Background: an optimization exercise with open tools, aiming at a short achievable clock period and few clock cycles. Do not read the settings as production practice.
Function was checked by simulation only, so behaviour that the tests miss may differ from the original.
Power figures rest on the tool's default switching activity, not on a simulated workload.

<file path="flow/design.v">
package subleq_pkg;
    localparam int OP_W   = 2;
    localparam int COND_W = 64;
    typedef enum logic [1:0] {
        OP_SUB = 2'b00,
        OP_IMM = 2'b01,
        OP_IN  = 2'b10,
        OP_OUT = 2'b11
    } op_e;
    typedef enum logic [2:0] {
        ST_FETCH,
        ST_RD_A,
        ST_RD_B,
        ST_EXEC,
        ST_WAIT_IN,
        ST_WAIT_OUT,
        ST_HALT
    } state_e;
    function automatic int instr_width(input int addr_w, input int iaddr_w);
        instr_width = OP_W + 2 * addr_w + iaddr_w;
    endfunction
    function automatic int field_c_lsb();
        field_c_lsb = 0;
    endfunction
    function automatic int field_b_lsb(input int iaddr_w);
        field_b_lsb = iaddr_w;
    endfunction
    function automatic int field_a_lsb(input int addr_w, input int iaddr_w);
        field_a_lsb = iaddr_w + addr_w;
    endfunction
    function automatic int field_op_lsb(input int addr_w, input int iaddr_w);
        field_op_lsb = iaddr_w + 2 * addr_w;
    endfunction
    function automatic logic branch_taken(input logic signed [COND_W-1:0] r);
        branch_taken = (r <= 0);
    endfunction
endpackage
module subleq_dmem #(
    parameter int DATA_W = 8,
    parameter int ADDR_W = 8
) (
    input  logic              clk,
    input  logic              we,
    input  logic [ADDR_W-1:0] waddr,
    input  logic [DATA_W-1:0] d,
    input  logic [ADDR_W-1:0] raddr_a,
    output logic [DATA_W-1:0] qa,
    input  logic [ADDR_W-1:0] raddr_b,
    output logic [DATA_W-1:0] qb
);
    logic [DATA_W-1:0] mem [2**ADDR_W];
    always_ff @(posedge clk) begin
        if (we) begin
            mem[waddr] <= d;
        end
    end
    assign qa = mem[raddr_a];
    assign qb = mem[raddr_b];
endmodule
module subleq_mc_core #(
    parameter int DATA_W  = 8,
    parameter int ADDR_W  = 8,
    parameter int IADDR_W = 8
) (
    input  logic                              clk,
    input  logic                              rst,
    output logic [IADDR_W-1:0]                imem_addr,
    input  logic [2+2*ADDR_W+IADDR_W-1:0]     imem_data,
    input  logic [DATA_W-1:0]                 in_data,
    input  logic                              in_valid,
    output logic                              in_ready,
    output logic [DATA_W-1:0]                 out_data,
    output logic                              out_valid,
    input  logic                              out_ready,
    output logic                              halted
);
    localparam int C_LSB   = subleq_pkg::field_c_lsb();
    localparam int B_LSB   = subleq_pkg::field_b_lsb(IADDR_W);
    localparam int A_LSB   = subleq_pkg::field_a_lsb(ADDR_W, IADDR_W);
    localparam int OP_LSB  = subleq_pkg::field_op_lsb(ADDR_W, IADDR_W);
    logic [IADDR_W-1:0]   pc;
    logic                 first;      
    subleq_pkg::op_e      op;
    logic [ADDR_W-1:0]    fa;
    logic [ADDR_W-1:0]    fb;
    logic [IADDR_W-1:0]   fc;
    logic [DATA_W-1:0]    ma;
    logic [DATA_W-1:0]    mb;
    logic [DATA_W-1:0]    r;
    logic                 take;
    logic                 out_busy;   
    logic                 halt_cand;  
    logic                 go;         
    logic                 ram_we;
    logic [ADDR_W-1:0]    ram_waddr;
    assign imem_addr = pc;
    assign op        = subleq_pkg::op_e'(imem_data[OP_LSB +: subleq_pkg::OP_W]);
    assign fa        = imem_data[A_LSB +: ADDR_W];
    assign fb        = imem_data[B_LSB +: ADDR_W];
    assign fc        = imem_data[C_LSB +: IADDR_W];
    subleq_dmem #(
        .DATA_W (DATA_W),
        .ADDR_W (ADDR_W)
    ) u_dmem (
        .clk     (clk),
        .we      (ram_we),
        .waddr   (ram_waddr),
        .d       (r),
        .raddr_a (fa),
        .qa      (ma),
        .raddr_b (fb),
        .qb      (mb)
    );
    always_comb begin
        case (op)
            subleq_pkg::OP_SUB: r = mb - ma;
            subleq_pkg::OP_IMM: r = ma - fb;
            default:            r = in_data;
        endcase
    end
    assign take      = (op != subleq_pkg::OP_OUT) &&
                       subleq_pkg::branch_taken(subleq_pkg::COND_W'(signed'(r)));
    assign out_busy  = out_valid && !out_ready;
    assign halt_cand = (op != subleq_pkg::OP_OUT) && (fc == pc);
    assign in_ready  = !halted && !first && (op == subleq_pkg::OP_IN) && !(halt_cand && out_busy);
    always_comb begin
        case (op)
            subleq_pkg::OP_IN:  go = in_ready && in_valid;
            subleq_pkg::OP_OUT: go = !halted && !out_busy;
            default:            go = !halted && !(halt_cand && out_busy);
        endcase
    end
    assign ram_we    = go && !rst && (op != subleq_pkg::OP_OUT);
    assign ram_waddr = (op == subleq_pkg::OP_IMM) ? fa : fb;
    always_ff @(posedge clk) begin
        if (rst) begin
            pc        <= '0;
            first     <= 1'b1;
            halted    <= 1'b0;
            out_valid <= 1'b0;
            out_data  <= '0;
        end else begin
            first <= 1'b0;
            if (out_valid && out_ready) begin
                out_valid <= 1'b0;
            end
            if (go) begin
                if (op == subleq_pkg::OP_OUT) begin
                    out_valid <= 1'b1;
                    out_data  <= ma;
                end
                if (take && fc == pc) begin
                    halted <= 1'b1;
                end else begin
                    pc <= take ? fc : pc + IADDR_W'(1);
                end
            end
        end
    end
endmodule
</file>
<file path="flow/run.sh">
#!/bin/bash
# synth_recipe.tcl (not shown) runs the flow's synth.tcl, then flattens the netlist and writes it again
# the make line also repeats each setting of config.mk as NAME=value (left out here)
make -C /OpenROAD-flow-scripts/flow DESIGN_CONFIG=/design/flow/config.mk WORK_HOME=/design/flow/orfs CLKGATE_MAP_FILE= SYNTH_SCRIPT=/design/flow/synth_recipe.tcl finish
</file>
<file path="flow/config.mk">
export PLATFORM = sky130hd
export DESIGN_NAME = subleq_mc_core
export DESIGN_NICKNAME = subleq_mc_core
export VERILOG_FILES = /design/flow/design.v
export SDC_FILE = /design/flow/constraint.sdc
export NUM_CORES = 4
export LEC_CHECK = 0
export CAP_MARGIN = 20
export CORE_MARGIN = 2
export CORE_UTILIZATION = 40
export SLEW_MARGIN = 20
</file>
<file path="flow/constraint.sdc">
create_clock -name core_clock -period 6.0 [get_ports {clk}]
set_input_delay 1.2000 -clock core_clock [delete_from_list [all_inputs] [get_ports {clk}]]
set_output_delay 1.2000 -clock core_clock [all_outputs]
set_load 0.01 [all_outputs]
</file>
==> results.txt <==
status: complete, but fails checks
Fail Reasons: setup timing
Buffers on Ports: 56
Syn Inst Count: 4,533
Clk pwr share: 37.8%
Leak Pwr: 0.0376 uW
synthesis-stage register bit count: 2,067
Sink Count: 2,067
TritonCTS clock tree: done
chip height: 497 um
All-Layer GR Usage: 25.8%
logic gate share of total power: 14.4%
Fin Setup TNS: -13.07 ns
largest net degree at the start of global routing: 161
NumNets Final: 5,416
layout cell share with drive strength beyond 1: 47.1%
First-pass DRT Iterations: 7
commonest non-fill, non-tap cell in the layout: edfxtp_1
Final Max Slew Viols: 0
HPWL after DPL: 225,000 um
cts hold-fix bufs: 0
WP data required: 6.80 ns
core footprint: 0.241 mm2
Flop pwr share: 47.8%
WL per Instance: 36.7 um
cell area power density: 303 mW/mm2
dominant synthesized flop cell: edfxtp_1
Non-Filler Instances: 8,735
fin crit share: 104%
Net Count, Synth: 4,590
global-route wire length before repair: 441,000 um
H-tree Lvls: 4
maxcap violations: 0
CP Max Fanout: 8
1st-iter DRT viols: 8,083
post-layout util: 48.4%
HP Class: reg2reg
Remaining DRCs: 0
Placed Cells incl. Taps: 8,256
number of synthesized flops with an enable pin: 2,048
vias in the first global route: 55,300
DIE AREA: 0.247 mm2
sw frac: 25.4%
routed wire length: 320,000 um
clock latency (worst-skew pair): 0.90 ns
commonest non-fill, non-tap cells in the layout: edfxtp_1 (2,048), mux4_2 (1,286), buf_4 (731), nor2_1 (291), clkbuf_16 (218)
Async SR Flop Fraction: 0%
Layout area overhead: 20.2%
clock slew at reported path FFs: 0.06 ns
via count: 55,800
Worst Setup Start Kind: input pin
Die X: 497 um
CP Capture Type: flop
min cycle time layout: 6.21 ns
antenna-violating nets left: 0
Psw: 8980 uW
clock skew: 0.0459 ns
vias per inst: 6.39
RSZ-0062 raised after global routing: true
antenna violations before repair: 26
Unique masters post-synth: 66
CTS buffer count: 210
Clock Path Buffers: 3
mean post-synth cell area: 21.4 um2
Synthesis Warnings: 2
IO Count: 57
slack of the critical path: -0.213 ns
Worst-Margin Slew: 1.12 ns
grt total ovfl: 0
register area share after synthesis: 63.7%
Final Wtd Congestion: 0.941
Initial Util: 40.3%
maximum vdd drop: 301 uV
Max Fclk: 0.161 GHz
CP Class: in2reg
crit path DAT: 7.02 ns
Post-Syn Area: 0.0971 mm2
DP Worst Slack: -1.37 ns
worst rel slew slack: 25.2%
Core Rows: 180
Root Buffer Master: clkbuf_16
setup violators final: 233
Int Power: 26,400 uW
Final Hold Violating Endpoints: 0
kinds of logic after synthesis:
family	count (synthesis)	share of synthesized area, %
and+or+nand+nor	504	2.15
adders and majority gates	19	0.260
AOI/OAI and AO/OA	167	1.18
DFF	2067	63.7
muxes	1370	30.7
buffers and inverters	386	1.77
xor gates and xnor gates	20	0.195
final timing paths:
path | from | endpoint | slack, ns | depth (start not counted)
hold / removal | out_data[2]$_SDFFE_PP0P_ | out_data[2]$_SDFFE_PP0P_ | 0.46 | 2
setup / recovery | imem_data[16] | pc[4]$_SDFFE_PP0P_ | -0.21 | 21
hold reg to reg | out_data[2]$_SDFFE_PP0P_ | out_data[2]$_SDFFE_PP0P_ | 0.46 | 2
setup reg to reg | u_dmem.mem[135][0]$_DFFE_PP_ | pc[4]$_SDFFE_PP0P_ | 0.24 | 22
per-stage QoR:
stage	total power, uW	hold slack [ns]	area [um2]
CTS	35300	0.459	116000
global route	36200	0.484	117000
finish	35400	0.458	117000
global placement	21800	0.450	108000
detailed placement	21900	0.450	108000
floorplan	19800	0.481	98100
power by group through the flow:
| stage | Sequential [uW] | Clock, uW | Combinational, uW |
|---|---|---|---|
| finish | 16900 | 13400 | 5090 |
| global route | 16900 | 14100 | 5280 |
| CTS | 16900 | 13500 | 4850 |
| detailed placement | 17200 | 0 | 4710 |
| global placement | 17200 | 0 | 4630 |
| floorplan | 17400 | 0 | 2400 |
area by class of cell:
type                            count  area (um2)
Antenna cell                        9        22.5
Clock buffer                      247        5440
Clock inverter                    147        1540
Fill cell                       19500      124000
Inverter                           31         155
Multi-Input combinational cell   2080       34000
Sequential cell                  2067       61900
Tap cell                         3185        3990
Timing Repair Buffer              969        9710
flip-flops by register name, summed over array words and instances, names as in the netlist:
name,cells
halted,1
u_dmem.mem,2048
out_data,8
pc,8
out_valid,1
first,1
layer usage:
layer	track usage [%]	wire length (um)	vias to the layer above
li1	-	-	21600
met1	35.4	123000	30300
met2	40.6	152000	3338
met3	5.28	31400	554
met4	9.97	13600	20
met5	0	125	-
critical path, stage by stage:
cell and delay (ns):
buf_16 0.16, buf_16 0.18, buf_12 0.16, buf_12 0.14
buf_6 0.13, mux4_2 0.52, mux4_2 0.54, mux4_2 0.63
mux4_2 0.60, ha_4 0.26, o21ai_2 0.14, a21oi_2 0.06
o41ai_2 0.25, xnor2_1 0.14, or4_4 0.46, a32oi_4 0.32
o211ai_4 0.18, and3b_2 0.27, buf_4 0.15, a221o_1 0.36
a21oi_2 0.12
synthesized netlist by cell type (all sizes together), types with 3 or more instances:
| cell | number | area (um2) |
|---|---|---|
| nand3 | 25 | 125 |
| a22o | 4 | 35.0 |
| xnor2 | 6 | 52.6 |
| nand2 | 114 | 428 |
| mux2 | 7 | 78.8 |
| mux2i | 77 | 771 |
| a211oi | 9 | 67.6 |
| mux4 | 1286 | 29000 |
| nand2b | 9 | 56.3 |
| o211ai | 3 | 27.5 |
| o21ai | 21 | 105 |
| ha | 17 | 213 |
| nor3b | 3 | 22.5 |
| a21o | 4 | 30.0 |
| clkbuf | 222 | 833 |
| dfxtp | 19 | 380 |
| a22oi | 39 | 293 |
| nand4 | 7 | 43.8 |
| a211o | 3 | 26.3 |
| nor2 | 299 | 1120 |
| and3 | 5 | 31.3 |
| nor2b | 11 | 68.8 |
| nor4 | 5 | 31.3 |
| buf | 133 | 767 |
| xor2 | 13 | 114 |
| a21oi | 45 | 225 |
| a2111oi | 8 | 73.8 |
| o22ai | 4 | 25.0 |
| or3 | 3 | 18.8 |
| nor3 | 11 | 55.1 |
| o31ai | 4 | 30.0 |
| inv | 31 | 116 |
| o221ai | 3 | 32.5 |
| edfxtp | 2048 | 61500 |
| and2 | 5 | 31.3 |
repair_timing:
action	CTS	global route
buffers inserted	23	40
gates resized for setup	72	43
cloned	7	7
pin swaps	23	11
endpoints found under the setup margin	452	534
Testbench counts, summed over its fixed seeds: cycles 31,044.

-- separate check: timing with driven ports --
The results above use ideal ports. As a check the final layout listed here was re-extracted and re-timed, cells and wires unchanged.
Step 1, drivers: a clkbuf_16 drives clk and a buf_2 each remaining input, both assumed.
Step 2 also shifts input and output timing later by t, the mid clock arrival at the registers, as if the neighbouring blocks saw the same clock.
Three values: ideal, step 1, step 2; two values: the first two.
t, ns: 0.968
slack for setup (ns): -0.213 / -0.281 / -1.249
worst setup path at the end: input to register
slew at the worst register clock pin (ns): 0.07 / 0.07
cell pins on the clock port's net: 1
For this run, drivers alone change the setup slack by -0.068 ns; drivers and shift together by -1.036 ns.
